Source: an optimization exercise on an open RTL-to-GDS flow (aim: small area and a short achievable clock period). Production flows keep margins and buffers that such runs may drop.
Where RTL was checked, it was by simulation tests only, not by an equivalence proof against the original.
Function not checked in runs 4 and 5: the RTL went through the layout flow alone.
No activity file was given, so power comes from the tool's default toggle rates.

## config.mk

```make
export PLATFORM = sky130hd
export DESIGN_NAME = dmem_responder
export DESIGN_NICKNAME = dmem_responder
export VERILOG_FILES = /design/flow/design.v
export SDC_FILE = /design/flow/constraint.sdc
export NUM_CORES = 4
export LEC_CHECK = 0
export CAP_MARGIN = 20
export CORE_MARGIN = 2
export CORE_UTILIZATION = 55
export CTS_CLUSTER_DIAMETER = 70
export CTS_CLUSTER_SIZE = 24
export SETUP_SLACK_MARGIN = 2.5
export SLEW_MARGIN = 20
export SYNTH_HIERARCHICAL = 1
```

## constraint.sdc

```tcl
create_clock -name core_clock -period 5.0 [get_ports {clk}]
set_input_delay 1.0000 -clock core_clock [delete_from_list [all_inputs] [get_ports {clk}]]
set_output_delay 1.0000 -clock core_clock [all_outputs]
set_load 0.01 [all_outputs]
```

## design.v

```verilog
package dmem_pkg;
  localparam int DMEM_DEPTH = 64;
endpackage
module dmem_lane (
  input  logic       clk,
  input  logic       s,
  input  logic       sn,
  input  logic [7:0] d,
  output logic [7:0] q
);
  always_ff @(posedge clk) begin
    q <= ({8{s}} & d) | ({8{sn}} & q);
  end
endmodule
module dmem_wdec (
  input  logic a,
  input  logic b,
  input  logic c,
  output logic s,
  output logic sn
);
  assign s  = a & b & c;
  assign sn = ~(a & b & c);
endmodule
module dmem_rd2 (
  input  logic [31:0] a,
  input  logic [31:0] b,
  input  logic        sa,
  input  logic        sb,
  output logic [31:0] y_n
);
  assign y_n = ~(({32{sa}} & a) | ({32{sb}} & b));
endmodule
module dmem_nand2 (
  input  logic [31:0] a,
  input  logic [31:0] b,
  output logic [31:0] y
);
  assign y = ~(a & b);
endmodule
module dmem_nand3 (
  input  logic [31:0] a,
  input  logic [31:0] b,
  input  logic [31:0] c,
  output logic [31:0] y
);
  assign y = ~(a & b & c);
endmodule
module dmem_nand4 (
  input  logic [31:0] a,
  input  logic [31:0] b,
  input  logic [31:0] c,
  input  logic [31:0] d,
  output logic [31:0] y
);
  assign y = ~(a & b & c & d);
endmodule
module dmem_nor3 (
  input  logic [31:0] a,
  input  logic [31:0] b,
  input  logic [31:0] c,
  output logic [31:0] y
);
  assign y = ~(a | b | c);
endmodule
module dmem_array #(
  parameter int DEPTH = 64
) (
  input  logic             clk,
  input  logic             rst_n,
  input  logic [7:0]       wa,        
  input  logic [7:0]       wb,        
  input  logic [3:0]       wlane,     
  input  logic [31:0]      wdata,
  input  logic [DEPTH-1:0] rsel,      
  input  logic             rd,        
  output logic [31:0]      rdata
);
  logic [31:0] mem_q [DEPTH];
  logic [31:0] rdata_r;
  logic [31:0] t1_n [33];    
  logic [31:0] t2 [9];       
  logic [31:0] t3_n [3];     
  logic [31:0] rmux_s;
  for (genvar k = 0; k < DEPTH; k++) begin : g_word
    for (genvar l = 0; l < 4; l++) begin : g_lane
      logic s, sn;
      dmem_wdec u_dec (
        .a (wa[k / 8]),
        .b (wb[k % 8]),
        .c (wlane[l]),
        .s (s),
        .sn(sn)
      );
      dmem_lane u_lane (
        .clk(clk),
        .s  (s),
        .sn (sn),
        .d  (wdata[8*l +: 8]),
        .q  (mem_q[k][8*l +: 8])
      );
    end
  end
  for (genvar j = 0; j < DEPTH / 2; j++) begin : g_rd1
    dmem_rd2 u_rd (
      .a (mem_q[2*j]), .b (mem_q[2*j+1]),
      .sa(rsel[2*j]), .sb(rsel[2*j+1]),
      .y_n(t1_n[j])
    );
  end
  dmem_nand2 u_hold (.a({32{~rd}}), .b(rdata_r), .y(t1_n[32]));
  for (genvar j = 0; j < 6; j++) begin : g_rd2
    dmem_nand4 u_g (.a(t1_n[4*j]), .b(t1_n[4*j+1]), .c(t1_n[4*j+2]),
                    .d(t1_n[4*j+3]), .y(t2[j]));
  end
  for (genvar j = 0; j < 3; j++) begin : g_rd2b
    dmem_nand3 u_g (.a(t1_n[24+3*j]), .b(t1_n[24+3*j+1]), .c(t1_n[24+3*j+2]),
                    .y(t2[6+j]));
  end
  for (genvar j = 0; j < 3; j++) begin : g_rd3
    dmem_nor3 u_g (.a(t2[3*j]), .b(t2[3*j+1]), .c(t2[3*j+2]), .y(t3_n[j]));
  end
  dmem_nand3 u_rd4 (.a(t3_n[0]), .b(t3_n[1]), .c(t3_n[2]), .y(rmux_s));
  always_ff @(posedge clk or negedge rst_n) begin
    if (!rst_n) begin
      rdata_r <= 32'h0000_0000;
    end else begin
      rdata_r <= rmux_s;
    end
  end
  assign rdata = rdata_r;
endmodule
module dmem_responder #(
  parameter int WAIT_CYCLES = 1,
  parameter int DEPTH       = dmem_pkg::DMEM_DEPTH
) (
  input  logic        clk,
  input  logic        rst_n,
  input  logic        req,
  input  logic        we,
  input  logic [7:0]  addr,
  input  logic [31:0] wdata,
  input  logic [3:0]  be,
  output logic [31:0] rdata,
  output logic        ack,
  output logic        err
);
  localparam int AW = $clog2(DEPTH);
  logic        busy_r, resp_r, mis_r;
  logic        ack_r, err_r;
  logic        idle_s, accept_s, mis_in_s, go_s;
  logic [3:0]  be_s;
  logic [7:0]       wa_r, wb_r;
  logic [31:0]      cap_wdata_r;
  logic [3:0]       wlane_r;
  logic             rd_r;
  logic [DEPTH-1:0] rsel_r;
  assign idle_s   = ~(busy_r | resp_r | mis_r);
  assign accept_s = idle_s & req;
  assign mis_in_s = |addr[1:0];
  assign go_s     = accept_s & ~mis_in_s;
  assign be_s     = be;
  always_ff @(posedge clk or negedge rst_n) begin
    if (!rst_n) begin
      busy_r  <= 1'b0;
      resp_r  <= 1'b0;
      mis_r   <= 1'b0;
      ack_r   <= 1'b0;
      err_r   <= 1'b0;
      wlane_r <= 4'b0000;
      rd_r    <= 1'b0;
      rsel_r  <= '0;
    end else begin
      busy_r  <= go_s;
      mis_r   <= accept_s & mis_in_s;
      resp_r  <= busy_r;
      ack_r   <= resp_r | mis_r;
      err_r   <= mis_r;
      wlane_r <= {4{go_s & we}} & be_s;
      rd_r    <= go_s & ~we;
      for (int k = 0; k < DEPTH; k++) begin
        rsel_r[k] <= go_s & ~we & (addr[2 +: AW] == AW'(k));
      end
    end
  end
  always_ff @(posedge clk) begin
    for (int i = 0; i < 8; i++) begin
      wa_r[i] <= (addr[7:5] == 3'(i));
      wb_r[i] <= (addr[4:2] == 3'(i));
    end
    cap_wdata_r <= wdata;
  end
  dmem_array #(.DEPTH(DEPTH)) u_array (
    .clk  (clk),
    .rst_n(rst_n),
    .wa   (wa_r),
    .wb   (wb_r),
    .wlane(wlane_r),
    .wdata(cap_wdata_r),
    .rsel (rsel_r),
    .rd   (rd_r),
    .rdata(rdata)
  );
  assign ack = ack_r;
  assign err = err_r;
endmodule
```

## flow/run.sh

```bash
#!/bin/bash
# Standard ORFS layout, with two changes to how the resizer may work:
# port buffers are plain buffers (not delay cells) and sizing may change a
# cell's footprint. Synthesis is the standard synthesis, unchanged.
set -euo pipefail
bash standard.sh synth > synth.log 2>&1
bash standard.sh MATCH_CELL_FOOTPRINT=0 \
  'BUFFER_PORTS_ARGS=-buffer_cell sky130_fd_sc_hd__buf_4' \
  finish > layout.log 2>&1
```

## standard.sh

```bash
#!/bin/bash
# synth_recipe.tcl (not shown) runs the flow's synth.tcl, then flattens the netlist and writes it again
# the make line also repeats each setting of config.mk as NAME=value (left out here)
make -C /OpenROAD-flow-scripts/flow DESIGN_CONFIG=/design/flow/config.mk WORK_HOME=/design/flow/orfs CLKGATE_MAP_FILE= SYNTH_SCRIPT=/design/flow/synth_recipe.tcl "${@:-finish}"
```

==> results of run 1 <==
## per-module statistics from Yosys, one instance, submodules excluded, a selection
module	flops+latches	cells
dmem_nand3	0	32
dmem_nand2	0	32
dmem_nor3	0	32
dmem_rd2	0	38
dmem_lane	8	18
dmem_nand4	0	32
## critical path, stage by stage, from the launching register on
cell and delay (ps):
dfrtp_1 780, buf_4 420, a22oi_1 190, nand3_1 130, nor3_2 770, nand3_1 160
## power groups by stage
stage,Combinational [mW],Sequential [mW],Clock [mW]
global placement,0.592,18.6,0
detailed placement,0.602,18.6,0
floorplan,0.245,18.5,0
finish,0.626,18.2,12.7
global route,0.659,18.2,13.5
CTS,0.604,18.2,12.8
## kinds of logic (layout without fill, tap and decap cells)
| kind of cell | after synthesis | count (layout) | share of synthesized area (%) |
|---|---|---|---|
| compound gates | 3072 | 3072 | 30.85 |
| flops | 2202 | 2202 | 53.71 |
| simple gates | 1063 | 1063 | 8.280 |
| buf+inv | 747 | 449 | 7.164 |
| other cells | 0 | 8 | 0 |
## layer usage
metal | vias up | GRT usage [%] | routed length, um
met5 | - | 0 | 15
met3 | 456 | 5.154 | 22660
met1 | 32430 | 49.41 | 121700
met4 | 2 | 15.56 | 13250
li1 | 27543 | - | -
met2 | 3169 | 51.88 | 121400
## worst max-delay path by stage
| stage | from | endpoint | slack [ps] |
|---|---|---|---|
| 4_1_cts | u_array.rdata_r[6] | rdata[6] | 2420 |
| 3_3_place_gp | req | rsel_r[3] | 2320 |
| 2_1_floorplan | addr[1] | rsel_r[15] | 2890 |
| 5_1_grt | u_array.rdata_r[6] | rdata[6] | 2430 |
| 6_report | rsel_r[61] | u_array.rdata_r[0] | 2370 |
| 3_5_place_dp | req | rsel_r[3] | 2320 |
## registers in the layout, indices dropped and copies added, names as in the netlist, 4 cells and up
| signal | flops |
|---|---|
| wb_r | 8 |
| u_array.rdata_r | 32 |
| cap_wdata_r | 32 |
| rsel_r | 64 |
| wlane_r | 4 |
| u_array.g_word.g_lane.u_lane.q | 2048 |
| wa_r | 8 |
## cells in the mapped netlist
master,number
buf_1,2
nor4_2,64
nand3_1,385
buf_2,358
nand2_1,37
nand4b_1,1
or4bb_1,1
inv_1,9
nor3_1,6
or3b_2,3
dfxtp_1,2096
or4b_1,4
or4_1,1
nor2b_1,1
and3_1,257
dfrtp_1,106
nor2_1,2
nand4_1,192
clkbuf_1,18
a22o_1,2048
nor3b_1,3
nand3b_1,3
buf_6,359
nand4bb_1,2
and3b_1,2
or2_2,2
or3_1,1
nor3_2,96
buf_4,1
a22oi_1,1024
## through the flow
stage | instance area [um^2] | util, % | std cells | worst slack [ps] | power (mW)
after floorplan | 83070 | - | 7084 | 2890 | 18.71
after global placement | 81250 | 54.18 | 8546 | 2324 | 19.16
after detailed placement | 81250 | 54.18 | 8546 | 2316 | 19.18
final | 86190 | 57.48 | 8810 | 2370 | 31.49
after CTS | 86070 | 57.40 | 8798 | 2418 | 31.62
after global routing | 86180 | 57.47 | 8803 | 2430 | 32.37
## final cells by class
class | instances | area (um^2)
Clock inverter | 81 | 875.8
Multi-Input combinational cell | 4135 | 32510
Antenna cell | 8 | 20.02
Inverter | 9 | 33.78
Fill cell | 12785 | 63760
Sequential cell | 2202 | 44800
Timing Repair Buffer | 190 | 1541
Clock buffer | 169 | 3881
Tap cell | 2016 | 2522
## repair_timing
item / CTS / global route
setup endpoints to repair: 12 / 477
endpoints found under the hold margin: 0 / 0
resized for setup: 20 / 0
buffers inserted: 2 / 3
==> metrics.cfg, run 1 <==
[drt]
avgViaCountPerCell = 7.219
vias = 63600
drt-initial-drc-count = 7375
final_antenna_net_count = 0
finalWirelength_um = 279000
drcViolationCount = 0
wl_per_cell_um = 31.67
firstDrtPassIters = 6

[die]
io_pins = 82
core-area_um2 = 150000
die_w_um = 392.6
dieArea_um2 = 154200
die_y_um = 392.6
start_util_pct = 55.39
num_rows = 142

[logic_synthesis]
synth_nets = 7132
synth_cell_types = 30
ys_seq_elements = 2202
syn_inst = 7084
syn-cell-area_um2 = 83070
yosys_warnings = 13
seq_area_frac_synth_pct = 53.71
synth.area.top_cells = dfxtp_1, a22o_1, a22oi_1, buf_6, dfrtp_1
syn_avg_cell_area_um2 = 11.73
yosysTopAreaCell = dfxtp_1
synth_top_cell_area_share_pct = 50.51

[critical_path]
reg2reg_to = u_array.rdata_r[0]
critical_path.endpoint_type = register
cp_data_arrival_time_ps = 3260
reg2reg_slack_ps = 2370
cp-start-kind = register
r2r_start = rsel_r[61]
path_max_fanout = 17
critPathKind = reg2reg
worstPathRequired_ps = 5630
reg2regPathDepth = 5

[power_and_ir_drop]
p_per_area_nw_per_um2 = 365.4
ir_drop_mv = 0.3078
pwr-share-seq_pct = 57.7
p_clk_share_pct = 40.3
p_sw_mw = 7.324
p_leak_nw = 32.86
comb_power_share_pct = 2.0
p_int_mw = 24.17
p_sw_share_pct = 23.26

[clock_network]
cts_buffers = 138
cts_buffer_depth = 3
clkSinkCount = 2202
cts_max_level = 4
cts_tree = done
clk_pin_slew_ps = 100
insertion_delay_ps = 800
cts_hold_buf = 0
cts_root_buf = clkbuf_16

[sta]
max_freq_mhz = 380.2
clock_skew_ps = 30.46
hold_viol = 0
grt_setup_unrepaired = yes
worst_slew_pin_slew_ps = 1159
slew_viol_final = 0
tns_ps = 0
setup_viol = 0
period_minus_slack_ps = 2630
slew_headroom_pct = 22.75
fin_hold_ws_ps = 293.6
period_share_pct = 52.61

[global_route]
first_global_vias = 58812
grt_max_degree = 96
grt_pass1_wl_um = 401200
grt.overflow.total = 0
grt_antenna_before_repair = 8
grtUsageTotal_pct = 34.65

[finish]
layout.nets = 6724
syn2layout_area_growth_pct = 3.764
final_cell_mix = a22o_1, dfxtp_1, a22oi_1
drive_gt1_share_pct = 9.667

[min_path]
holdCritPathClass = in2reg
hold_depth = 1
hp-start = wdata[29]
hold_end = cap_wdata_r[29]

[place]
place_hpwl_um = 170000
gp_congestion = 0.8674
portBuffers = 81

[job]
cap_violations = 0

[run_status]
outcome = finished clean

==> run 2, diff against run 1 <==
--- a/design.v
+++ b/design.v
@@ -16,10 +16,9 @@
   input  logic a,
   input  logic b,
-  input  logic c,
   output logic s,
   output logic sn
 );
-  assign s  = a & b & c;
-  assign sn = ~(a & b & c);
+  assign s  = a & b;
+  assign sn = ~(a & b);
 endmodule
 module dmem_rd2 (
@@ -70,6 +69,5 @@
   input  logic             rst_n,
   input  logic [7:0]       wa,        
-  input  logic [7:0]       wb,        
-  input  logic [3:0]       wlane,     
+  input  logic [31:0]      wbl,       
   input  logic [31:0]      wdata,
   input  logic [DEPTH-1:0] rsel,      
@@ -88,6 +86,5 @@
       dmem_wdec u_dec (
         .a (wa[k / 8]),
-        .b (wb[k % 8]),
-        .c (wlane[l]),
+        .b (wbl[8*l + k % 8]),
         .s (s),
         .sn(sn)
@@ -147,20 +144,28 @@
 );
   localparam int AW = $clog2(DEPTH);
-  logic        busy_r, resp_r, mis_r;
+  logic        idle_r, busy_r, resp_r, mis_r;
   logic        ack_r, err_r;
-  logic        idle_s, accept_s, mis_in_s, go_s;
+  logic        accept_s, mis_in_s, go_s, rgo_s;
   logic [3:0]  be_s;
-  logic [7:0]       wa_r, wb_r;
+  logic [7:0]       wa_r;
   logic [31:0]      cap_wdata_r;
-  logic [3:0]       wlane_r;
+  logic [31:0]      wbl_r;
+  logic [7:0]       ahi_s, alo_s;
   logic             rd_r;
   logic [DEPTH-1:0] rsel_r;
-  assign idle_s   = ~(busy_r | resp_r | mis_r);
-  assign accept_s = idle_s & req;
+  assign accept_s = idle_r & req;
   assign mis_in_s = |addr[1:0];
   assign go_s     = accept_s & ~mis_in_s;
+  assign rgo_s    = go_s & ~we;
+  always_comb begin
+    for (int i = 0; i < 8; i++) begin
+      ahi_s[i] = (addr[7:5] == 3'(i));
+      alo_s[i] = (addr[4:2] == 3'(i));
+    end
+  end
   assign be_s     = be;
   always_ff @(posedge clk or negedge rst_n) begin
     if (!rst_n) begin
+      idle_r  <= 1'b1;
       busy_r  <= 1'b0;
       resp_r  <= 1'b0;
@@ -168,8 +173,9 @@
       ack_r   <= 1'b0;
       err_r   <= 1'b0;
-      wlane_r <= 4'b0000;
+      wbl_r   <= '0;
       rd_r    <= 1'b0;
       rsel_r  <= '0;
     end else begin
+      idle_r  <= (idle_r & ~req) | resp_r | mis_r;
       busy_r  <= go_s;
       mis_r   <= accept_s & mis_in_s;
@@ -177,16 +183,15 @@
       ack_r   <= resp_r | mis_r;
       err_r   <= mis_r;
-      wlane_r <= {4{go_s & we}} & be_s;
-      rd_r    <= go_s & ~we;
+      for (int l = 0; l < 4; l++) begin
+        wbl_r[8*l +: 8] <= {8{go_s & we & be_s[l]}} & alo_s;
+      end
+      rd_r    <= rgo_s;
       for (int k = 0; k < DEPTH; k++) begin
-        rsel_r[k] <= go_s & ~we & (addr[2 +: AW] == AW'(k));
+        rsel_r[k] <= rgo_s & ahi_s[k / 8] & alo_s[k % 8];
       end
     end
   end
   always_ff @(posedge clk) begin
-    for (int i = 0; i < 8; i++) begin
-      wa_r[i] <= (addr[7:5] == 3'(i));
-      wb_r[i] <= (addr[4:2] == 3'(i));
-    end
+    wa_r        <= ahi_s;
     cap_wdata_r <= wdata;
   end
@@ -195,6 +200,5 @@
     .rst_n(rst_n),
     .wa   (wa_r),
-    .wb   (wb_r),
-    .wlane(wlane_r),
+    .wbl  (wbl_r),
     .wdata(cap_wdata_r),
     .rsel (rsel_r),
==> run.sh (new file) <==
#!/bin/bash
# synth_recipe.tcl (not shown) runs the flow's synth.tcl, then flattens the netlist and writes it again
# the make line also repeats each setting of config.mk as NAME=value (left out here)
make -C /OpenROAD-flow-scripts/flow DESIGN_CONFIG=/design/flow/config.mk WORK_HOME=/design/flow/orfs CLKGATE_MAP_FILE= SYNTH_SCRIPT=/design/flow/synth_recipe.tcl finish
--- a/config.mk
+++ b/config.mk
@@ -8,8 +8,8 @@
 export CAP_MARGIN = 20
 export CORE_MARGIN = 2
-export CORE_UTILIZATION = 55
+export CORE_UTILIZATION = 85
 export CTS_CLUSTER_DIAMETER = 70
 export CTS_CLUSTER_SIZE = 24
-export SETUP_SLACK_MARGIN = 2.5
+export SETUP_SLACK_MARGIN = 2.9
 export SLEW_MARGIN = 20
 export SYNTH_HIERARCHICAL = 1
removed: flow/run.sh
removed: standard.sh
==> metrics.cfg, run 2 <==
[run_status]
outcome = finished clean

[global_route]
grt.overflow.total = 0  ; unchanged
grt_pass1_wl_um = 363600  ; -9.4%
first_global_vias = 60669  ; +3.2%
grt_max_degree = 85  ; -11%
grtUsageTotal_pct = 46.71  ; +12 points
grt_antenna_before_repair = 1  ; -7

[critical_path]
path_max_fanout = 2  ; -15
reg2reg_slack_ps = 2820  ; +450 ps
cp_top_family = flip-flops
slowest_delay_ps = 480  ; -300 ps
r2r_start = rsel_r[14]
worstPathRequired_ps = 4000  ; -1630 ps
cp-start-kind = register
reg2reg_to = u_array.rdata_r[22]
critPathKind = reg2out
cp_data_arrival_time_ps = 1370  ; -1890 ps
critical_path.endpoint_type = output pin
worstPathCellList = buf_6
critical_path.slowest_cell = dfrtp_2
path_buf_inv = 1  ; unchanged
reg2regPathDepth = 5  ; unchanged

[logic_synthesis]
ys_seq_elements = 2223  ; +0.95%
yosysTopAreaCell = dfxtp_1
seq_area_frac_synth_pct = 54.44  ; +0.73 points
syn_avg_cell_area_um2 = 11.64  ; -0.72%
synth_top_cells_by_count = dfxtp_1, a22o_1, a22oi_1
synth_nets = 7177  ; +0.63%
synth_compound_area_share_pct = 30.90  ; +0.048 points
synth_top_family_by_area = compound AO/OA/AOI/OAI gates
synth_cell_types = 28  ; -6.7%
ys_async_sr_fraction_pct = 6.073  ; +1.3 points
synth_mux_area_share_pct = 0  ; unchanged
synth_top_cell_area_share_pct = 50.36  ; -0.15 points
synthAdderAreaFrac_pct = 0  ; unchanged
yosys.area_share.xor_xnor_pct = 0  ; unchanged
syn-cell-area_um2 = 82990  ; about the same
syn_inst = 7129  ; +0.64%
synth.most_common_cell = dfxtp_1
synth_flop_cell = dfxtp_1
synth-edff-count = 0  ; unchanged
yosys_warnings = 13  ; unchanged
yosys.area_share.simple_pct = 7.542  ; -0.74 points
synth.area.top_cells = dfxtp_1, a22o_1, a22oi_1, buf_6, dfrtp_1

[drt]
drt-initial-drc-count = 10180  ; +38%
wl_per_cell_um = 30.51  ; -3.7%
drcViolationCount = 0  ; unchanged
firstDrtPassIters = 14  ; +8
finalWirelength_um = 244800  ; -12%
avgViaCountPerCell = 8.119  ; +12%
final_antenna_net_count = 0  ; unchanged
vias = 65151  ; +2.4%

[finish]
seq_area_um2 = 45250  ; +1.0%
fill_cells = 4910  ; -62%
drive_gt1_share_pct = 6.697  ; -3.0 points
top_regs = u_array.g_word.g_lane.u_lane.q x2048, rsel_r x64
layout.nets = 6753  ; +0.43%
multi_input_area_um2 = 32020  ; -1.5%
largest_register_ffs = 2048  ; unchanged
largest-register = u_array.g_word.g_lane.u_lane.q
finalInstanceArea_um2 = 83660  ; -2.9%
antenna_cells = 0  ; -8
post-route-util_pct = 86.51  ; +29 points
syn2layout_area_growth_pct = 0.8020
final_cell_mix = a22o_1, dfxtp_1, a22oi_1

[sta]
setup_viol = 0  ; unchanged
slew_viol_final = 0  ; unchanged
clock_skew_ps = 29.29  ; -1.173 ps
hold_viol = 0  ; unchanged
timing.final.ws_setup_ps = 2635  ; +265.0 ps
period_share_pct = 47.31  ; -5.3 points
worst_slew_pin_slew_ps = 1253  ; +93.85 ps
period_minus_slack_ps = 2365  ; -265.0 ps
grt_setup_unrepaired = yes
slew_headroom_pct = 16.50  ; -6.3 points
tns_ps = 0  ; unchanged
max_freq_mhz = 422.8  ; +11%

[die]
io_pins = 82  ; unchanged
die_y_um = 316.5  ; -19%
core-area_um2 = 96710  ; -36%
num_rows = 114  ; -20%
die_w_um = 316.5  ; -19%
start_util_pct = 85.82  ; +30 points
dieArea_um2 = 100200  ; -35%

[job]
cap_violations = 0  ; unchanged

[clock_network]
clkSinkCount = 2223  ; +0.95%
cts_tree = done
cts_max_level = 3  ; -1
cts_root_buf = clkbuf_16
insertion_delay_ps = 740  ; -60 ps
cts_buffers = 105  ; -24%
clk_pin_slew_ps = 100  ; about the same
cts_buffer_depth = 3  ; unchanged

[power_and_ir_drop]
p_per_area_nw_per_um2 = 336.2  ; -8.0%
p_total_mw = 28.13  ; -11%
ir_drop_mv = 0.4077  ; +32%
p_leak_nw = 31.52  ; -4.1%

[min_path]
holdCritPathClass = in2async

[place]
dp_slack_ps = 1866  ; -449.9 ps
portBuffers = 81  ; unchanged
gp_congestion = 0.9386  ; +8.2%
place_hpwl_um = 152700  ; -10%
placed_cell_area_um2 = 80390  ; -1.1%

-- run 2: timing repair --
item                                   in CTS  in global routing
setup endpoints to repair                  99                 85
setup buffers                               6                  6
cloned                                      1                  2
pin swaps                                   0                  2
hold buffers                                0                  0
endpoints found under the hold margin       0                  0
resized for setup                         174                 14
-- run 2: cell families (layout without fill, tap and decap cells) --
group / count (synthesis) / after routing
AOI/OAI and AO/OA: 3074 / 3074
buffers and inverters: 744 / 361
DFF: 2223 / 2223
and+or+nand+nor: 1088 / 1091
-- run 2: worst max-delay path by stage --
| stage | slack (ps) | to | cells after the start | from |
|---|---|---|---|---|
| floorplan | 3060 | rsel_r[39] | 4 | addr[5] |
| CTS | 2620 | err | 1 | err_r |
| global placement | 1980 | rsel_r[55] | 3 | req |
| finish | 2630 | rdata[30] | 1 | u_array.rdata_r[30] |
| global route | 2620 | rdata[30] | 1 | u_array.rdata_r[30] |
| detailed placement | 1870 | rsel_r[17] | 3 | req |
-- run 2: through the flow --
step | hold WS [ps] | cells
after floorplan | 331.2 | 7129
after global placement | 340.4 | 7859
after detailed placement | 345.0 | 7859
after CTS | 305.0 | 8017
after global routing | 335.0 | 8025
final | 255.9 | 8025
-- run 2: power by group --
part / switching [mW] / internal, mW / total (mW)
logic: 0.476 / 0.0654 / 0.541
registers: 0.0133 / 17.7 / 17.7
clock network: 5.57 / 4.28 / 9.85
-- run 2: final cells by class --
class	count	area share, %
clock inverters	14	0.2886
well taps	1276	1.908
inverters	11	0.04935
clock buffers	137	3.398
repair buffers	199	1.995
flip-flops and latches	2223	54.09
multi-input cells	4165	38.27
-- run 2: Yosys stat by module (local to each module, per instance), a selection --
module / times used / area (um^2)
dmem_responder: 1 / 4355
dmem_nor3: 3 / 320.3
dmem_rd2: 32 / 289.0
dmem_lane: 256 / 246.5
dmem_nand4: 6 / 200.2
dmem_nand3: 4 / 160.2
-- run 2: routing by layer --
layer  GRT usage (%)  part of all wire (%)  vias to the layer above
met2           69.95                    43                     5274
met3           8.784                    12                     1113
met5               0                     0                        -
met4           33.96                   8.7                        0
met1           61.06                    36                    31740
li1                -                     -                    27024
==> run 3, diff against run 2 <==
--- a/config.mk
+++ b/config.mk
@@ -8,5 +8,5 @@
 export CAP_MARGIN = 20
 export CORE_MARGIN = 2
-export CORE_UTILIZATION = 85
+export CORE_UTILIZATION = 75
 export CTS_CLUSTER_DIAMETER = 70
 export CTS_CLUSTER_SIZE = 24
==> metrics.cfg, run 3 <==
[power_and_ir_drop]
p_per_area_nw_per_um2 = 337.1  ; +0.28%
ir_drop_mv = 0.4658  ; +14%
p_leak_nw = 31.58  ; +0.20%

[drt]
firstDrtPassIters = 8  ; -6
met2WireLength_um = 103900  ; -1.6%
finalWirelength_um = 240900  ; -1.6%
wl_per_cell_um = 29.22  ; -4.2%
avgViaCountPerCell = 7.587  ; -6.5%
highest_layer = met4
final_antenna_net_count = 0  ; unchanged
vias = 62554  ; -4.0%
drcViolationCount = 0  ; unchanged
wirelength_met1_um = 95220  ; +6.7%
wl_met3_um = 24520  ; -15%
drt-initial-drc-count = 8234  ; -19%

[clock_network]
cts_root_buf = clkbuf_16
clk_pin_slew_ps = 100  ; about the same
cts_max_level = 3  ; unchanged
cts_tree = done
insertion_delay_ps = 740  ; about the same
clkSinkCount = 2223  ; unchanged
cts_buffer_depth = 3  ; unchanged
cts_buffers = 111  ; +5.7%
cts_hold_buf = 0  ; unchanged

[sta]
period_share_pct = 47.40  ; +0.096 points
worst_slew_pin_slew_ps = 1252  ; -0.5247 ps
period_minus_slack_ps = 2370  ; +4.810 ps
max_freq_mhz = 421.9  ; -0.20%
slew_viol_final = 0  ; unchanged
grt_setup_unrepaired = yes
tns_ps = 0  ; unchanged
slew_headroom_pct = 16.53  ; +0.035 points
setup_viol = 0  ; unchanged
clock_skew_ps = 26.99  ; -2.296 ps
hold_viol = 0  ; unchanged

[global_route]
grtUsageTotal_pct = 41.02  ; -5.7 points
grt.overflow.total = 0  ; unchanged
grt_pass1_wl_um = 360100  ; -0.95%
first_global_vias = 58842  ; -3.0%
grt_max_degree = 73  ; -14%
grt_antenna_before_repair = 1  ; unchanged

[finish]
largest_register_ffs = 2048  ; unchanged
syn2layout_area_growth_pct = 1.224
instances_no_fill = 8245  ; +2.7%
largest-register = u_array.g_word.g_lane.u_lane.q
layout.nets = 6744  ; -0.13%
drive_gt1_share_pct = 6.793  ; +0.096 points
finalInstanceArea_um2 = 84010  ; +0.42%
antenna_cells = 0  ; unchanged
final_cell_mix = a22o_1, dfxtp_1, a22oi_1
top_regs = u_array.g_word.g_lane.u_lane.q x2048, rsel_r x64

[logic_synthesis]
synth_top_cells_by_count = dfxtp_1, a22o_1, a22oi_1
syn_avg_cell_area_um2 = 11.64  ; unchanged
syn_inst = 7129  ; unchanged
yosysTopAreaCell = dfxtp_1
synth-edff-count = 0  ; unchanged
yosys_warnings = 13  ; unchanged
ys_seq_elements = 2223  ; unchanged
synth_cell_types = 28  ; unchanged
ys_async_sr_fraction_pct = 6.073  ; unchanged
syn-cell-area_um2 = 82990  ; unchanged
synth.area.top_cells = dfxtp_1, a22o_1, a22oi_1, buf_6, dfrtp_1
synth_top_cell_area_share_pct = 50.36  ; unchanged
seq_area_frac_synth_pct = 54.44  ; unchanged
synth_flop_cell = dfxtp_1
synth.most_common_cell = dfxtp_1
synth_nets = 7177  ; unchanged

[min_path]
holdCritPathClass = in2async

[die]
die_w_um = 336.7  ; +6.4%
core-area_um2 = 110200  ; +14%
die_y_um = 336.7  ; +6.4%
dieArea_um2 = 113300  ; +13%
num_rows = 122  ; +7.0%
io_pins = 82  ; unchanged
start_util_pct = 75.31  ; -11 points

[place]
place_hpwl_um = 153800  ; +0.76%
dp.cells = 8062  ; +2.6%
gp_congestion = 0.9589  ; +2.2%
portBuffers = 81  ; unchanged
placed_cell_area_um2 = 80630  ; +0.29%

[run_status]
outcome = finished clean

[critical_path]
critPathKind = reg2out
critical_path.endpoint_type = output pin
reg2regPathDepth = 5  ; unchanged
slowest_delay_ps = 460  ; -20 ps
critical_path.slowest_cell = dfrtp_1
reg2reg_to = u_array.rdata_r[5]
critPathLaunch = u_array.rdata_r[19]
cp_data_arrival_time_ps = 1370  ; about the same
crit_end = rdata[19]
cp_top_family = flip-flops
reg2reg_slack_ps = 2840  ; +20 ps
cp-start-kind = register
worst-path-stages = 1  ; unchanged
path_max_fanout = 2  ; unchanged
r2r_start = rsel_r[9]
path_buf_inv = 1  ; unchanged
worstPathCellList = buf_2
worstPathRequired_ps = 4000  ; about the same

[job]
cap_violations = 0  ; unchanged

[run 3: cell counts after synthesis]
No cell type changed its count.
[run 3: how the worst min path moves through the flow]
stage                       from                 end  slack, ps  cells after the start
after floorplan           busy_r              resp_r        330                      0
after global placement    busy_r              resp_r        340                      0
after CTS                  rst_n  u_array.rdata_r[7]        250                      1
after global routing       rst_n  u_array.rdata_r[7]        260                      1
final                      rst_n  u_array.rdata_r[7]        230                      1
after detailed placement  busy_r              resp_r        350                      0
[run 3: metrics by stage]
| stage | total power, mW | utilization, % | hold WS, ps | setup WS, ps |
|---|---|---|---|---|
| floorplan | 18.35 | - | 331.2 | 3058 |
| global placement | 18.65 | 73.16 | 337.0 | 2030 |
| detailed placement | 18.66 | 73.16 | 345.8 | 2004 |
| CTS | 28.34 | 76.13 | 247.6 | 2608 |
| global route | 29.04 | 76.23 | 264.8 | 2612 |
| finish | 28.32 | 76.23 | 228.9 | 2630 |
[run 3: cell families (layout without fill, tap and decap cells)]
| kind of cell | Yosys count | count (layout) | share of synthesized area [%] |
|---|---|---|---|
| compound gates | 3074 | 3074 | 30.90 |
| buf+inv | 744 | 369 | 7.125 |
| flops | 2223 | 2223 | 54.44 |
| simple gates | 1088 | 1091 | 7.542 |
[run 3: worst register-to-register path, cell delays in order, from the launching register on]
cell and delay, ps:
dfrtp_1 400, buf_4 270, a22oi_1 350, nand4_1 200, nor3_2 600, nand3_1 180
[run 3: report_power, final]
part           switching (mW)  total, mW  internal [mW]
sequential             0.0962       17.8           17.7
clock                    5.71       10.1           4.35
combinational           0.392      0.452         0.0610
[run 3: Yosys stat by module, one instance, submodules excluded, a selection]
| module | copies in the design | area, um^2 | cells inside |
|---|---|---|---|
| dmem_wdec | 256 | 10.01 | 2 |
| dmem_responder | 1 | 4355 | 312 |
| dmem_nand3 | 4 | 160.2 | 32 |
| dmem_rd2 | 32 | 289.0 | 38 |
| dmem_nand2 | 1 | 120.1 | 32 |
| dmem_nand4 | 6 | 200.2 | 32 |
| dmem_nor3 | 3 | 320.3 | 32 |
| dmem_lane | 256 | 246.5 | 18 |
[run 3: metal layers]
| layer | vias to the layer above | global-route usage (%) |
|---|---|---|
| met5 | - | 0 |
| met4 | 0 | 25.20 |
| met3 | 704 | 7.770 |
| met2 | 3927 | 61.33 |
| met1 | 30904 | 55.33 |
| li1 | 27019 | - |
[run 3: area by class of cell]
type                            instances  area [um^2]
Clock buffer                          143         2990
Clock inverter                         31        294.0
Fill cell                            7402        26200
Inverter                               11        41.29
Multi-Input combinational cell       4165        32080
Sequential cell                      2223        45270
Tap cell                             1488         1862
Timing Repair Buffer                  184         1469
[run 3: repair_timing]
action                                  CTS  global route
buffers inserted                          4             2
endpoints found under the setup margin  109            50
hold endpoints to repair                  0             0
resized for setup                       157            14
pin swaps                                 3             6
gates cloned                              1             2
==> run 4, diff against run 3 <==
--- a/design.v
+++ b/design.v
@@ -73,5 +73,5 @@
   input  logic [DEPTH-1:0] rsel,      
   input  logic             rd,        
-  output logic [31:0]      rdata
+  output logic [31:0]      rnext      
 );
   logic [31:0] mem_q [DEPTH];
@@ -126,5 +126,5 @@
     end
   end
-  assign rdata = rdata_r;
+  assign rnext = rmux_s;
 endmodule
 module dmem_responder #(
@@ -154,4 +154,6 @@
   logic             rd_r;
   logic [DEPTH-1:0] rsel_r;
+  logic [31:0]      rnext_s;
+  logic [31:0]      rdata_r;
   assign accept_s = idle_r & req;
   assign mis_in_s = |addr[1:0];
@@ -204,6 +206,14 @@
     .rsel (rsel_r),
     .rd   (rd_r),
-    .rdata(rdata)
+    .rnext(rnext_s)
   );
+  always_ff @(posedge clk or negedge rst_n) begin
+    if (!rst_n) begin
+      rdata_r <= 32'h0000_0000;
+    end else begin
+      rdata_r <= rnext_s;
+    end
+  end
+  assign rdata = rdata_r;
   assign ack = ack_r;
   assign err = err_r;
==> metrics.cfg, run 4 <==
[die]
die_w_um = 338.3  ; +0.48%
dieArea_um2 = 114400  ; +0.95%
io_pins = 82  ; unchanged
num_rows = 122  ; unchanged
core-area_um2 = 110700  ; +0.42%
die_y_um = 338.3  ; +0.48%
start_util_pct = 75.72  ; +0.41 points

[global_route]
grtUsageTotal_pct = 41.94  ; +0.92 points
grt_max_degree = 86  ; +18%
first_global_vias = 60376  ; +2.6%
grt_antenna_before_repair = 4  ; +3
grt_pass1_wl_um = 374000  ; +3.9%
grt.overflow.total = 0  ; unchanged

[critical_path]
path_buf_inv = 1  ; unchanged
reg2regPathDepth = 5  ; unchanged
path_max_fanout = 1  ; -1
worstPathCellList = buf_6
r2r_start = rsel_r[42]
cp_top_family = flip-flops
cp-start-kind = register
critical_path.endpoint_type = output pin
critPathLaunch = rdata_r[17]
worstPathRequired_ps = 4000  ; about the same
reg2reg_slack_ps = 2780  ; -60 ps
worst-path-stages = 1  ; unchanged
slowest_delay_ps = 500  ; +40 ps
critical_path.slowest_cell = dfrtp_2
cp_data_arrival_time_ps = 1400  ; +30 ps
reg2reg_to = rdata_r[31]
critPathKind = reg2out
crit_end = rdata[17]

[logic_synthesis]
synth_cell_types = 28  ; unchanged
synth_flop_cell = dfxtp_1
syn_avg_cell_area_um2 = 11.70  ; +0.51%
ys_seq_elements = 2255  ; +1.4%
synth_top_cell_area_share_pct = 49.88  ; -0.48 points
synth.most_common_cell = dfxtp_1
seq_area_frac_synth_pct = 54.87  ; +0.44 points
synth_top_cells_by_count = dfxtp_1, a22o_1, a22oi_1
yosys_warnings = 13  ; unchanged
synth-edff-count = 0  ; unchanged
synth_nets = 7209  ; +0.45%
syn_inst = 7161  ; +0.45%
ys_async_sr_fraction_pct = 7.406  ; +1.3 points
yosysTopAreaCell = dfxtp_1
syn-cell-area_um2 = 83800  ; +0.96%
synth.area.top_cells = dfxtp_1, a22o_1, a22oi_1, dfrtp_1, buf_6

[job]
cap_violations = 0  ; unchanged

[finish]
largest-register = u_array.g_word.g_lane.u_lane.q
drive_gt1_share_pct = 7.162  ; +0.37 points
layout.nets = 6794  ; +0.74%
seq_area_um2 = 46040  ; +1.7%
post-route-util_pct = 77.04  ; +0.82 points
syn2layout_area_growth_pct = 1.750
multi_input_area_um2 = 32140  ; +0.19%
largest_register_ffs = 2048  ; unchanged
finalInstanceArea_um2 = 85260  ; +1.5%
final_cell_mix = a22o_1, dfxtp_1, a22oi_1
fill_cells = 7369  ; -0.45%
top_regs = u_array.g_word.g_lane.u_lane.q x2048, rsel_r x64

[sta]
max_freq_mhz = 416.1  ; -1.4%
worst_slew_pin_slew_ps = 1154  ; -97.77 ps
grt_setup_unrepaired = yes
tns_ps = 0  ; unchanged
period_minus_slack_ps = 2403  ; +32.94 ps
timing.final.ws_setup_ps = 2597  ; -32.94 ps
hold_viol = 0  ; unchanged
slew_headroom_pct = 23.05  ; +6.5 points
period_share_pct = 48.06  ; +0.66 points
fin_hold_ws_ps = 249.4  ; +20.50 ps
slew_viol_final = 0  ; unchanged
setup_viol = 0  ; unchanged
clock_skew_ps = 24.51  ; -2.487 ps

[place]
place_hpwl_um = 157600  ; +2.4%
portBuffers = 81  ; unchanged
placed_cell_area_um2 = 81550  ; +1.1%
gp_congestion = 0.9416  ; -1.8%
dp_slack_ps = 1921  ; -82.29 ps

[clock_network]
insertion_delay_ps = 760  ; +20 ps
cts_root_buf = clkbuf_16
cts_buffers = 113  ; +1.8%
cts_buffer_depth = 3  ; unchanged
clkSinkCount = 2255  ; +1.4%
clk_pin_slew_ps = 90  ; about the same
cts_max_level = 3  ; unchanged
cts_tree = done
cts_hold_buf = 0  ; unchanged

[drt]
avgViaCountPerCell = 7.688  ; +1.3%
wl_per_cell_um = 30.24  ; +3.5%
final_antenna_net_count = 0  ; unchanged
firstDrtPassIters = 8  ; unchanged
drcViolationCount = 0  ; unchanged
drt-initial-drc-count = 8850  ; +7.5%
finalWirelength_um = 251200  ; +4.3%
vias = 63868  ; +2.1%

[min_path]
holdCritPathClass = in2async

[run_status]
outcome = finished clean

[power_and_ir_drop]
p_leak_nw = 32.24  ; +2.1%
p_per_area_nw_per_um2 = 341.4  ; +1.3%
ir_drop_mv = 0.3526  ; -24%

[run 4: cell types whose count changed after synthesis]
cell	delta
dfrtp_1	+32
[run 4: cell type report]
type | count | share of cell area [%]
Antenna cell | 5 | 0.01467
Clock buffer | 147 | 3.686
Clock inverter | 36 | 0.4358
Inverter | 11 | 0.04843
Multi-Input combinational cell | 4165 | 37.70
Sequential cell | 2255 | 54.00
Tap cell | 1488 | 2.184
Timing Repair Buffer | 200 | 1.931
[run 4: kinds of logic after synthesis]
logic type      count (synthesis)  share of synthesized area, %
compound gates               3074                         30.60
simple gates                 1088                         7.470
flops                        2255                         54.87
buf+inv                       744                         7.057
[run 4: how the worst min path moves through the flow]
stage	cells past startpoint	slack (ps)	startpoint	to
after CTS	1	280	rst_n	rdata_r[2]
after global routing	1	290	rst_n	rdata_r[2]
after detailed placement	0	340	busy_r	resp_r
after global placement	0	350	busy_r	resp_r
after floorplan	0	330	busy_r	resp_r
final	1	250	rst_n	u_array.rdata_r[0]
[run 4: repair_timing]
item | CTS | global route
gates cloned | 1 | 2
resized for setup | 166 | 32
pin swaps | 1 | 7
setup buffers | 0 | 1
setup endpoints to repair | 112 | 165
[run 4: modules after synthesis (local to each module, per instance), a selection]
module | flip-flops and latches | cells inside | area (um^2) | times used
dmem_lane | 8 | 18 | 246.5 | 256
dmem_nand2 | 0 | 32 | 120.1 | 1
dmem_nand3 | 0 | 32 | 160.2 | 4
dmem_nand4 | 0 | 32 | 200.2 | 6
dmem_nor3 | 0 | 32 | 320.3 | 3
dmem_rd2 | 0 | 38 | 289.0 | 32
dmem_responder | 175 | 344 | 5156 | 1
dmem_wdec | 0 | 2 | 10.01 | 256
[run 4: through the flow]
step           std cells  total power [mW]
2_1_floorplan       7161             18.62
3_3_place_gp        8115             18.93
3_5_place_dp        8115             18.94
4_1_cts             8299             29.08
5_1_grt             8302             29.78
6_report            8307             29.11
[run 4: routing by layer]
metal | wire (um) | global-route usage, %
met5 | 230 | 1.333
met4 | 16630 | 24.93
met3 | 29150 | 9.793
met2 | 106500 | 61.26
met1 | 98650 | 56.88
[run 4: report_power, final]
group | total, mW | leakage (nW) | internal [mW] | switching, mW
Clock | 10.6 | 1.71 | 4.67 | 5.89
Sequential | 18.0 | 19.1 | 18.0 | 0.0248
Combinational | 0.547 | 11.4 | 0.0664 | 0.480
Total | 29.1 | 32.2 | 22.7 | 6.40
==> run 5, diff against run 4 <==
--- a/config.mk
+++ b/config.mk
@@ -8,8 +8,8 @@
 export CAP_MARGIN = 20
 export CORE_MARGIN = 2
-export CORE_UTILIZATION = 75
+export CORE_UTILIZATION = 65
 export CTS_CLUSTER_DIAMETER = 70
 export CTS_CLUSTER_SIZE = 24
-export SETUP_SLACK_MARGIN = 2.9
+export SETUP_SLACK_MARGIN = 2.7
 export SLEW_MARGIN = 20
 export SYNTH_HIERARCHICAL = 1
==> metrics.cfg, run 5 <==
[logic_synthesis]
syn-cell-area_um2 = 83800  ; unchanged
yosysTopAreaCell = dfxtp_1
synth_top_cell_area_share_pct = 49.88  ; unchanged
ys_seq_elements = 2255  ; unchanged
synth.most_common_cell = dfxtp_1
synth-edff-count = 0  ; unchanged
syn_avg_cell_area_um2 = 11.70  ; unchanged
ys_async_sr_fraction_pct = 7.406  ; unchanged
synth_flop_cell = dfxtp_1
syn_inst = 7161  ; unchanged
yosys_warnings = 13  ; unchanged
synth.area.top_cells = dfxtp_1, a22o_1, a22oi_1, dfrtp_1, buf_6
seq_area_frac_synth_pct = 54.87  ; unchanged
synth_top_cells_by_count = dfxtp_1, a22o_1, a22oi_1
synth_cell_types = 28  ; unchanged
synth_nets = 7209  ; unchanged

[drt]
avgViaCountPerCell = 7.424  ; -3.4%
wl_per_cell_um = 31.10  ; +2.8%
firstDrtPassIters = 8  ; unchanged
final_antenna_net_count = 0  ; unchanged
drcViolationCount = 0  ; unchanged
drt-initial-drc-count = 8632  ; -2.5%
vias = 62948  ; -1.4%
finalWirelength_um = 263700  ; +5.0%

[sta]
slew_headroom_pct = 14.29  ; -8.8 points
hold_viol = 0  ; unchanged
clock_skew_ps = 31.02  ; +6.512 ps
worst_slew_pin_slew_ps = 1286  ; +131.4 ps
period_minus_slack_ps = 2436  ; +32.93 ps
slew_viol_final = 0  ; unchanged
tns_ps = 0  ; unchanged
setup_viol = 0  ; unchanged
grt_setup_unrepaired = yes
period_share_pct = 48.72  ; +0.66 points
max_freq_mhz = 410.5  ; -1.4%
timing.final.ws_setup_ps = 2564  ; -32.93 ps

[die]
num_rows = 131  ; +7.4%
start_util_pct = 65.63  ; -10 points
dieArea_um2 = 131800  ; +15%
die_y_um = 363.1  ; +7.3%
io_pins = 82  ; unchanged
core-area_um2 = 127700  ; +15%
die_w_um = 363.1  ; +7.3%

[finish]
syn2layout_area_growth_pct = 2.815
largest-register = u_array.g_word.g_lane.u_lane.q
fill_cells = 9676  ; +31%
top_regs = u_array.g_word.g_lane.u_lane.q x2048, rsel_r x64
layout.nets = 6767  ; -0.40%
largest_register_ffs = 2048  ; unchanged
post-route-util_pct = 67.47  ; -9.6 points
drive_gt1_share_pct = 7.805  ; +0.64 points
final_cell_mix = a22o_1, dfxtp_1, a22oi_1

[critical_path]
reg2reg_slack_ps = 2640  ; -140 ps
cp_data_arrival_time_ps = 1440  ; +40 ps
worstPathCellList = buf_6
cp_top_family = flip-flops
path_max_fanout = 1  ; unchanged
critical_path.slowest_cell = dfrtp_2
reg2reg_to = rdata_r[24]
reg2regPathDepth = 5  ; unchanged
worstPathRequired_ps = 4000  ; about the same
r2r_start = rsel_r[33]
slowest_delay_ps = 490  ; about the same
critical_path.endpoint_type = output pin
path_buf_inv = 1  ; unchanged
critPathKind = reg2out
cp-start-kind = register

[clock_network]
cts_buffers = 135  ; +19%
cts_root_buf = clkbuf_16
clk_pin_slew_ps = 100  ; about the same
insertion_delay_ps = 800  ; +40 ps
cts_max_level = 4  ; +1
cts_tree = done
clkSinkCount = 2255  ; unchanged
cts_hold_buf = 0  ; unchanged
cts_buffer_depth = 3  ; unchanged

[global_route]
first_global_vias = 58149  ; -3.7%
grt_pass1_wl_um = 385300  ; +3.0%
grtUsageTotal_pct = 38.64  ; -3.3 points
grt_max_degree = 143  ; +66%
grt.overflow.total = 0  ; unchanged
grt_antenna_before_repair = 9  ; +5

[power_and_ir_drop]
p_clk_share_pct = 40.1  ; +3.8 points
p_sw_mw = 6.875  ; +7.5%
p_per_area_nw_per_um2 = 359.0  ; +5.1%
comb_power_share_pct = 0.9  ; -1.0 points
ir_drop_mv = 0.3576  ; +1.4%
pwr-share-seq_pct = 59.1  ; -2.8 points
p_int_mw = 24.05  ; +5.9%
p_leak_nw = 32.38  ; +0.43%
p_sw_share_pct = 22.23  ; +0.26 points

[place]
dp_slack_ps = 1974  ; +53.16 ps
place_hpwl_um = 165200  ; +4.9%
portBuffers = 81  ; unchanged
gp_congestion = 0.9031  ; -4.1%

[min_path]
holdCritPathClass = in2async

[job]
cap_violations = 0  ; unchanged

[run_status]
outcome = finished clean

[run 5: per-stage QoR]
| step | hold WS (ps) | cell area [um^2] | instances | power (mW) |
|---|---|---|---|---|
| after floorplan | 331.2 | 83800 | 7161 | 18.62 |
| after global placement | 339.9 | 81510 | 8241 | 18.93 |
| after detailed placement | 338.0 | 81520 | 8242 | 18.94 |
| after CTS | 63.13 | 86070 | 8476 | 30.98 |
| after global routing | 70.58 | 86150 | 8478 | 31.72 |
| final | 89.47 | 86150 | 8479 | 30.93 |
[run 5: cell families after synthesis]
logic type	after synthesis	synth area share [%]
flops	2255	54.87
compound gates	3074	30.60
buf+inv	744	7.057
simple gates	1088	7.470
[run 5: power by group through the flow]
stage	registers, mW	clock network, mW	logic [mW]
after global placement	18.7	0	0.258
after floorplan	18.6	0	0.0313
final	18.3	12.4	0.266
after CTS	18.3	12.5	0.262
after detailed placement	18.7	0	0.261
after global routing	18.3	13.2	0.277
[run 5: modules after synthesis, one instance, submodules excluded, excerpt]
module | area [um^2] | cells | copies in the design | flip-flops and latches
dmem_rd2 | 289.0 | 38 | 32 | 0
dmem_wdec | 10.01 | 2 | 256 | 0
dmem_responder | 5156 | 344 | 1 | 175
dmem_nand2 | 120.1 | 32 | 1 | 0
dmem_nor3 | 320.3 | 32 | 3 | 0
dmem_nand3 | 160.2 | 32 | 4 | 0
dmem_nand4 | 200.2 | 32 | 6 | 0
dmem_lane | 246.5 | 18 | 256 | 8
[run 5: worst max path at each step]
stage,startpoint,end,cells after the start
final,rdata_r[26],rdata[26],1
after global routing,rdata_r[25],rdata[25],1
after CTS,rdata_r[25],rdata[25],1
after detailed placement,req,rsel_r[18],3
after global placement,req,rsel_r[12],3
after floorplan,addr[5],rsel_r[39],4
[run 5: area by class of cell]
class | instances | area (um^2) | share of cell area, %
flip-flops and latches | 2255 | 46160 | 53.58
clock inverters | 66 | 760.7 | 0.8830
repair buffers | 154 | 1351 | 1.568
diodes | 1 | 2.502 | 0.002905
well taps | 1662 | 2079 | 2.414
multi-input cells | 4162 | 31930 | 37.06
clock buffers | 168 | 3826 | 4.441
inverters | 11 | 45.04 | 0.05228
[run 5: repair_timing]
action | 4_1_cts | 5_1_grt
setup buffers | 0 | 0
gates resized for setup | 182 | 16
endpoints found under the setup margin | 37 | 71
[run 5: metal layers]
layer	global-route usage (%)	up-vias	part of all wire (%)
li1	-	27136	-
met2	55.01	3620	42
met5	0	-	0
met3	8.532	517	11
met4	17.73	0	5.0
met1	55.91	31675	43
==> run 6, diff against run 5 <==
--- a/design.v
+++ b/design.v
@@ -208,10 +208,6 @@
     .rnext(rnext_s)
   );
-  always_ff @(posedge clk or negedge rst_n) begin
-    if (!rst_n) begin
-      rdata_r <= 32'h0000_0000;
-    end else begin
-      rdata_r <= rnext_s;
-    end
+  always_ff @(posedge clk) begin
+    rdata_r <= rnext_s;
   end
   assign rdata = rdata_r;
--- a/config.mk
+++ b/config.mk
@@ -8,8 +8,8 @@
 export CAP_MARGIN = 20
 export CORE_MARGIN = 2
-export CORE_UTILIZATION = 65
+export CORE_UTILIZATION = 75
 export CTS_CLUSTER_DIAMETER = 70
 export CTS_CLUSTER_SIZE = 24
-export SETUP_SLACK_MARGIN = 2.7
+export SETUP_SLACK_MARGIN = 2.9
 export SLEW_MARGIN = 20
 export SYNTH_HIERARCHICAL = 1
==> metrics.cfg, run 6 <==
[run_status]
outcome = finished clean

[critical_path]
cp_top_family = flip-flops
critical_path.slowest_cell = dfxtp_4
reg2regPathDepth = 5  ; unchanged
worstPathCellList = buf_6
reg2reg_slack_ps = 2860  ; +220 ps
critical_path.endpoint_type = output pin
cp_data_arrival_time_ps = 1290  ; -150 ps
r2r_start = rsel_r[6]
critPathKind = reg2out
path_buf_inv = 1  ; unchanged
reg2reg_to = rdata_r[17]
cp-start-kind = register
path_max_fanout = 1  ; unchanged
worstPathRequired_ps = 4000  ; about the same
slowest_delay_ps = 420  ; -70 ps

[finish]
antenna_cells = 0  ; -1
syn2layout_area_growth_pct = 1.683
largest_register_ffs = 2048  ; unchanged
drive_gt1_share_pct = 7.312  ; -0.49 points
top_regs = u_array.g_word.g_lane.u_lane.q x2048, rsel_r x64
post-route-util_pct = 76.84  ; +9.4 points
largest-register = u_array.g_word.g_lane.u_lane.q
final_cell_mix = a22o_1, dfxtp_1, a22oi_1
layout.nets = 6779  ; +0.18%

[drt]
wl_per_cell_um = 30.63  ; -1.5%
drcViolationCount = 0  ; unchanged
final_antenna_net_count = 0  ; unchanged
vias = 64353  ; +2.2%
wl_met3_um = 30970  ; +12%
wirelength_met1_um = 98710  ; -12%
met2WireLength_um = 106700  ; -3.1%
drt-initial-drc-count = 9381  ; +8.7%
finalWirelength_um = 253700  ; -3.8%
firstDrtPassIters = 6  ; -2
avgViaCountPerCell = 7.767  ; +4.6%
highest_layer = met5

[die]
dieArea_um2 = 114200  ; -13%
num_rows = 122  ; -6.9%
die_w_um = 337.9  ; -6.9%
start_util_pct = 75.57  ; +9.9 points
core-area_um2 = 110700  ; -13%
die_y_um = 337.9  ; -6.9%
io_pins = 82  ; unchanged

[logic_synthesis]
synth_nets = 7209  ; unchanged
synth_top_cells_by_count = dfxtp_1, a22o_1, a22oi_1
synth.most_common_cell = dfxtp_1
ys_seq_elements = 2255  ; unchanged
syn-cell-area_um2 = 83640  ; -0.19%
synth_flop_cell = dfxtp_1
seq_area_frac_synth_pct = 54.79  ; -0.086 points
synth_top_cell_area_share_pct = 50.75  ; +0.86 points
synth.area.top_cells = dfxtp_1, a22o_1, a22oi_1, buf_6, dfrtp_1
synth_cell_types = 28  ; unchanged
syn_avg_cell_area_um2 = 11.68  ; -0.19%
yosys_warnings = 13  ; unchanged
ys_async_sr_fraction_pct = 5.987  ; -1.4 points
syn_inst = 7161  ; unchanged
synth-edff-count = 0  ; unchanged
yosysTopAreaCell = dfxtp_1

[sta]
period_minus_slack_ps = 2289  ; -146.7 ps
slew_headroom_pct = 19.28  ; +5.0 points
max_freq_mhz = 436.8  ; +6.4%
clock_skew_ps = 22.26  ; -8.759 ps
period_share_pct = 45.79  ; -2.9 points
hold_viol = 0  ; unchanged
setup_viol = 0  ; unchanged
grt_setup_unrepaired = yes
timing.final.ws_setup_ps = 2711  ; +146.7 ps
tns_ps = 0  ; unchanged
worst_slew_pin_slew_ps = 1211  ; -74.94 ps
slew_viol_final = 0  ; unchanged

[power_and_ir_drop]
p_sw_mw = 6.360  ; -7.5%
p_int_mw = 22.76  ; -5.4%
ir_drop_mv = 0.3288  ; -8.1%
p_clk_share_pct = 36.3  ; -3.8 points
p_per_area_nw_per_um2 = 342.4  ; -4.6%
p_leak_nw = 31.95  ; -1.3%
comb_power_share_pct = 1.6  ; +0.7 points
p_sw_share_pct = 21.84  ; -0.39 points
pwr-share-seq_pct = 62.1  ; +3.0 points

[clock_network]
clk_pin_slew_ps = 90  ; about the same
cts_hold_buf = 0  ; unchanged
cts_tree = done
insertion_delay_ps = 760  ; -40 ps
cts_root_buf = clkbuf_16
clkSinkCount = 2255  ; unchanged
cts_max_level = 3  ; -1
cts_buffers = 112  ; -17%
cts_buffer_depth = 3  ; unchanged

[global_route]
grtUsageTotal_pct = 42.76  ; +4.1 points
grt_max_degree = 104  ; -27%
grt.overflow.total = 0  ; unchanged
first_global_vias = 59429  ; +2.2%
grt_pass1_wl_um = 372700  ; -3.3%
grt_antenna_before_repair = 5  ; -4

[place]
dp_slack_ps = 1993  ; +18.96 ps
place_hpwl_um = 156800  ; -5.1%
portBuffers = 81  ; unchanged
gp_congestion = 0.9178  ; +1.6%

[job]
cap_violations = 0  ; unchanged

[min_path]
holdCritPathClass = in2async

[run 6: cell types whose count changed after synthesis]
cell,change
dfxtp_1,+32
dfrtp_1,-32
[run 6: how the worst max path moves through the flow]
| stage | start | to | slack (ps) | cells past startpoint |
|---|---|---|---|---|
| final | rdata_r[16] | rdata[16] | 2710 | 1 |
| after global routing | err_r | err | 2690 | 1 |
| after CTS | err_r | err | 2700 | 1 |
| after detailed placement | req | rsel_r[50] | 1990 | 3 |
| after global placement | req | rsel_r[46] | 2060 | 3 |
| after floorplan | addr[5] | rsel_r[39] | 3060 | 4 |
[run 6: per-module statistics from Yosys (local to each module, per instance), a selection]
module / cells / flip-flops and latches
dmem_nand2: 32 / 0
dmem_wdec: 2 / 0
dmem_nor3: 32 / 0
dmem_nand4: 32 / 0
dmem_nand3: 32 / 0
dmem_rd2: 38 / 0
dmem_lane: 18 / 8
dmem_responder: 344 / 175
[run 6: kinds of logic (layout without fill, tap and decap cells)]
group / after synthesis / after routing / share of synthesized area (%)
AOI/OAI and AO/OA: 3074 / 3074 / 30.66
buffers and inverters: 744 / 377 / 7.070
DFF: 2255 / 2255 / 54.79
and+or+nand+nor: 1088 / 1091 / 7.485
[run 6: what timing repair did]
| action | in CTS | in global routing |
|---|---|---|
| hold endpoints to repair | 0 | 0 |
| setup endpoints to repair | 139 | 156 |
| pin swaps | 1 | 2 |
| gates cloned | 1 | 2 |
| gates resized for setup | 225 | 11 |
| setup buffers | 0 | 0 |
[run 6: metrics by stage]
stage | instance area (um^2) | hold slack, ps | power [mW] | instances
global route | 85040 | 117.2 | 29.77 | 8285
global placement | 81300 | 347.9 | 18.92 | 8101
detailed placement | 81310 | 351.5 | 18.93 | 8101
floorplan | 83640 | 331.2 | 18.62 | 7161
CTS | 84940 | 340.1 | 29.10 | 8282
finish | 85040 | 119.9 | 29.12 | 8285
[run 6: area by class of cell]
type / count / area, um^2
fillers: 7365 / 25630
multi-input cells: 4165 / 32000
inverters: 11 / 41.29
well taps: 1488 / 1862
flip-flops and latches: 2255 / 45960
clock buffers: 142 / 3082
clock inverters: 38 / 430.4
repair buffers: 186 / 1663
[run 6: power by group through the flow]
stage | clock (mW) | sequential (mW) | combinational [mW]
after global placement | 0 | 18.5 | 0.429
final | 10.6 | 18.1 | 0.464
after detailed placement | 0 | 18.5 | 0.438
after global routing | 11.2 | 18.1 | 0.473
after CTS | 10.6 | 18.1 | 0.441
after floorplan | 0 | 18.6 | 0.0313
[run 6: metal layers]
layer	up-vias	GRT usage (%)
li1	27119	-
met3	868	9.805
met1	31708	58.60
met5	-	0
met2	4654	62.57
met4	4	24.09
==> run 7, diff against run 6 <==
--- a/config.mk
+++ b/config.mk
@@ -9,6 +9,6 @@
 export CORE_MARGIN = 2
 export CORE_UTILIZATION = 75
-export CTS_CLUSTER_DIAMETER = 70
-export CTS_CLUSTER_SIZE = 24
+export CTS_CLUSTER_DIAMETER = 45
+export CTS_CLUSTER_SIZE = 30
 export SETUP_SLACK_MARGIN = 2.9
 export SLEW_MARGIN = 20
==> metrics.cfg, run 7 <==
[run_status]
outcome = finished clean

[die]
core-area_um2 = 110700  ; unchanged
die_w_um = 337.9  ; unchanged
num_rows = 122  ; unchanged
dieArea_um2 = 114200  ; unchanged
start_util_pct = 75.57  ; unchanged
io_pins = 82  ; unchanged
die_y_um = 337.9  ; unchanged

[place]
dp.cells = 8101  ; unchanged
place_hpwl_um = 156800  ; unchanged
gp_congestion = 0.9178  ; unchanged
portBuffers = 81  ; unchanged

[global_route]
grt.overflow.total = 0  ; unchanged
grt_pass1_wl_um = 376200  ; +0.95%
grtUsageTotal_pct = 43.30  ; +0.55 points
grt_antenna_before_repair = 6  ; +1
grt_max_degree = 104  ; unchanged
first_global_vias = 60167  ; +1.2%

[sta]
tns_ps = 0  ; unchanged
period_share_pct = 46.86  ; +1.1 points
hold_viol = 0  ; unchanged
setup_viol = 0  ; unchanged
fin_hold_ws_ps = 64.13  ; -55.72 ps
max_freq_mhz = 426.8  ; -2.3%
worst_slew_pin_slew_ps = 1233  ; +22.39 ps
period_minus_slack_ps = 2343  ; +53.64 ps
slew_headroom_pct = 17.79  ; -1.5 points
slew_viol_final = 0  ; unchanged
grt_setup_unrepaired = yes
clock_skew_ps = 36.79  ; +14.53 ps

[drt]
vias = 64638  ; +0.44%
final_antenna_net_count = 0  ; unchanged
drcViolationCount = 0  ; unchanged
avgViaCountPerCell = 7.669  ; -1.3%
wl_met3_um = 31980  ; +3.3%
drt-initial-drc-count = 9718  ; +3.6%
firstDrtPassIters = 8  ; +2
finalWirelength_um = 255600  ; +0.73%
wl_per_cell_um = 30.33  ; -0.98%
met2WireLength_um = 107700  ; +0.91%
wirelength_met1_um = 99210  ; +0.50%
highest_layer = met5

[finish]
largest-register = u_array.g_word.g_lane.u_lane.q
top_regs = u_array.g_word.g_lane.u_lane.q x2048, rsel_r x64
final_cell_mix = a22o_1, dfxtp_1, a22oi_1
syn2layout_area_growth_pct = 4.846
drive_gt1_share_pct = 9.295  ; +2.0 points
layout.nets = 6840  ; +0.90%
instances_no_fill = 8428  ; +1.7%
post-route-util_pct = 79.23  ; +2.4 points
largest_register_ffs = 2048  ; unchanged

[logic_synthesis]
synth_flop_cell = dfxtp_1
synth.most_common_cell = dfxtp_1
synth_top_cells_by_count = dfxtp_1, a22o_1, a22oi_1
syn_inst = 7161  ; unchanged
synth_top_cell_area_share_pct = 50.75  ; unchanged
synth_cell_types = 28  ; unchanged
syn_avg_cell_area_um2 = 11.68  ; unchanged
ys_async_sr_fraction_pct = 5.987  ; unchanged
synth.area.top_cells = dfxtp_1, a22o_1, a22oi_1, buf_6, dfrtp_1
yosysTopAreaCell = dfxtp_1
yosys_warnings = 13  ; unchanged
synth_nets = 7209  ; unchanged
ys_seq_elements = 2255  ; unchanged
synth-edff-count = 0  ; unchanged
syn-cell-area_um2 = 83640  ; unchanged
seq_area_frac_synth_pct = 54.79  ; unchanged

[critical_path]
worstPathRequired_ps = 4000  ; about the same
cp-start-kind = register
critical_path.slowest_cell = dfxtp_4
path_buf_inv = 1  ; unchanged
critPathKind = reg2out
cp_data_arrival_time_ps = 1340  ; +50 ps
worstPathCellList = buf_6
cp_top_family = flip-flops
critical_path.endpoint_type = output pin
path_max_fanout = 1  ; unchanged
slowest_delay_ps = 410  ; about the same

[clock_network]
clkSinkCount = 2255  ; unchanged
cts_tree = done
cts_buffer_depth = 3  ; unchanged
cts_max_level = 4  ; +1
cts_hold_buf = 0  ; unchanged
cts_buffers = 175  ; +56%
cts_post_setup_buffers_inserted = 0  ; unchanged
clk_pin_slew_ps = 80  ; about the same
cts_root_buf = clkbuf_16
insertion_delay_ps = 830  ; +70 ps

[power_and_ir_drop]
p_leak_nw = 33.24  ; +4.0%
ir_drop_mv = 0.3749  ; +14%
p_per_area_nw_per_um2 = 380.7  ; +11%
p_total_mw = 33.39  ; +15%

[min_path]
holdCritPathClass = in2async

[job]
cap_violations = 0  ; unchanged

[run 7: cell types whose count changed in the layout (fill, tap and decap cells not counted), moves of 4 or more]
cell,before,now
clkbuf_1,19,9
inv_6,12,28
inv_8,2,23
clkinv_8,1,19
clkinv_2,8,13
bufinv_16,6,10
clkbuf_16,117,185
clkinv_4,0,15
[run 7: cell families after synthesis]
family | after synthesis | share of synthesized area [%]
AOI/OAI and AO/OA | 3074 | 30.66
DFF | 2255 | 54.79
and+or+nand+nor | 1088 | 7.485
buffers and inverters | 744 | 7.070
[run 7: timing repair]
item,CTS,global route
resized for setup,224,8
pin swaps,1,1
cloned,1,0
setup endpoints to repair,90,125
[run 7: worst paths after layout]
check                             from             endpoint  depth (start not counted)  slack, ps
max                        rdata_r[16]            rdata[16]                          1       2660
min                              rst_n   u_array.rdata_r[7]                          1         60
max reg2reg                 rsel_r[41]  u_array.rdata_r[23]                          5       2830
min reg2reg                     busy_r               resp_r                          0        360
max in group asynchronous        rst_n           rsel_r[38]                          3       3710
min in group core_clock         busy_r               resp_r                          0        360
[run 7: power by group]
part           leakage, nW  switching [mW]  internal, mW
clock network         3.02            7.15          7.71
logic                 11.2           0.399        0.0620
registers             19.0           0.101          18.0
total                 33.2            7.65          25.7
[run 7: area by class of cell]
type,count,area [um^2]
clock buffer,202,4773
inverter,11,41.29
clock inverter,122,1431
multi-input combinational,4163,31950
antenna,1,2.502
timing repair buffer,186,1662
fill,6969,22980
tap,1488,1862
sequential,2255,45960
[run 7: per-module statistics from Yosys (local to each module, per instance), a selection]
module / times used / cells inside
dmem_nand2: 1 / 32
dmem_nor3: 3 / 32
dmem_lane: 256 / 18
dmem_responder: 1 / 344
dmem_wdec: 256 / 2
dmem_nand4: 6 / 32
dmem_nand3: 4 / 32
dmem_rd2: 32 / 38
[run 7: per-layer routing]
| layer | up-vias | GRT usage (%) |
|---|---|---|
| met5 | - | 0 |
| met4 | 2 | 24.71 |
| met3 | 870 | 11.24 |
| met2 | 4568 | 63.07 |
| met1 | 31847 | 58.61 |
| li1 | 27351 | - |
[run 7: through the flow]
stage	cell area [um^2]	setup slack (ps)
finish	87690	2657
global route	87690	2623
global placement	81300	2061
floorplan	83640	3058
detailed placement	81310	1993
CTS	87620	2633

==> static timing again, ports no longer ideal <==
The flow's constraints put no driver on any port. The routed layouts listed below were extracted and timed again, unchanged, in two steps. Step 1 sets driving cells, clkbuf_16 on the clock port and buf_2 on the other inputs (assumed; they add their load-dependent delay and slew). Step 2 adds t to the input delays and takes it off the output delays; t is the mean of the earliest and latest rising clock arrival at the registers after step 1. Input paths then give back, and output paths get back, about the clock's delay inside the block. Three values: ideal ports, drivers, drivers and shift; two values: the first two.
run	t, ns	setup slack, ns	latest minus earliest clock arrival (ns)	slew at the worst register clock pin (ns)	worst slew at a driven data input, ns
run 1	0.861	2.370 / 2.370 / 2.269	0.033 / 0.033	0.10 / 0.10	0.10
run 2	0.811	2.635 / 2.553 / 2.078	0.033 / 0.032	0.10 / 0.10	0.11
run 3	0.811	2.630 / 2.548 / 2.050	0.031 / 0.032	0.10 / 0.10	0.07
run 4	0.829	2.597 / 2.512 / 2.059	0.028 / 0.029	0.10 / 0.10	0.08
run 5	0.869	2.564 / 2.478 / 2.118	0.035 / 0.035	0.10 / 0.10	0.08
run 6	0.829	2.711 / 2.634 / 2.080	0.028 / 0.028	0.10 / 0.10	0.12
run 7	0.894	2.657 / 2.572 / 2.135	0.041 / 0.040	0.09 / 0.09	0.12
After both steps every run listed still meets setup and hold. For run 6, which loses most, drivers alone change the setup slack by -0.077 ns; drivers and shift together by -0.631 ns.
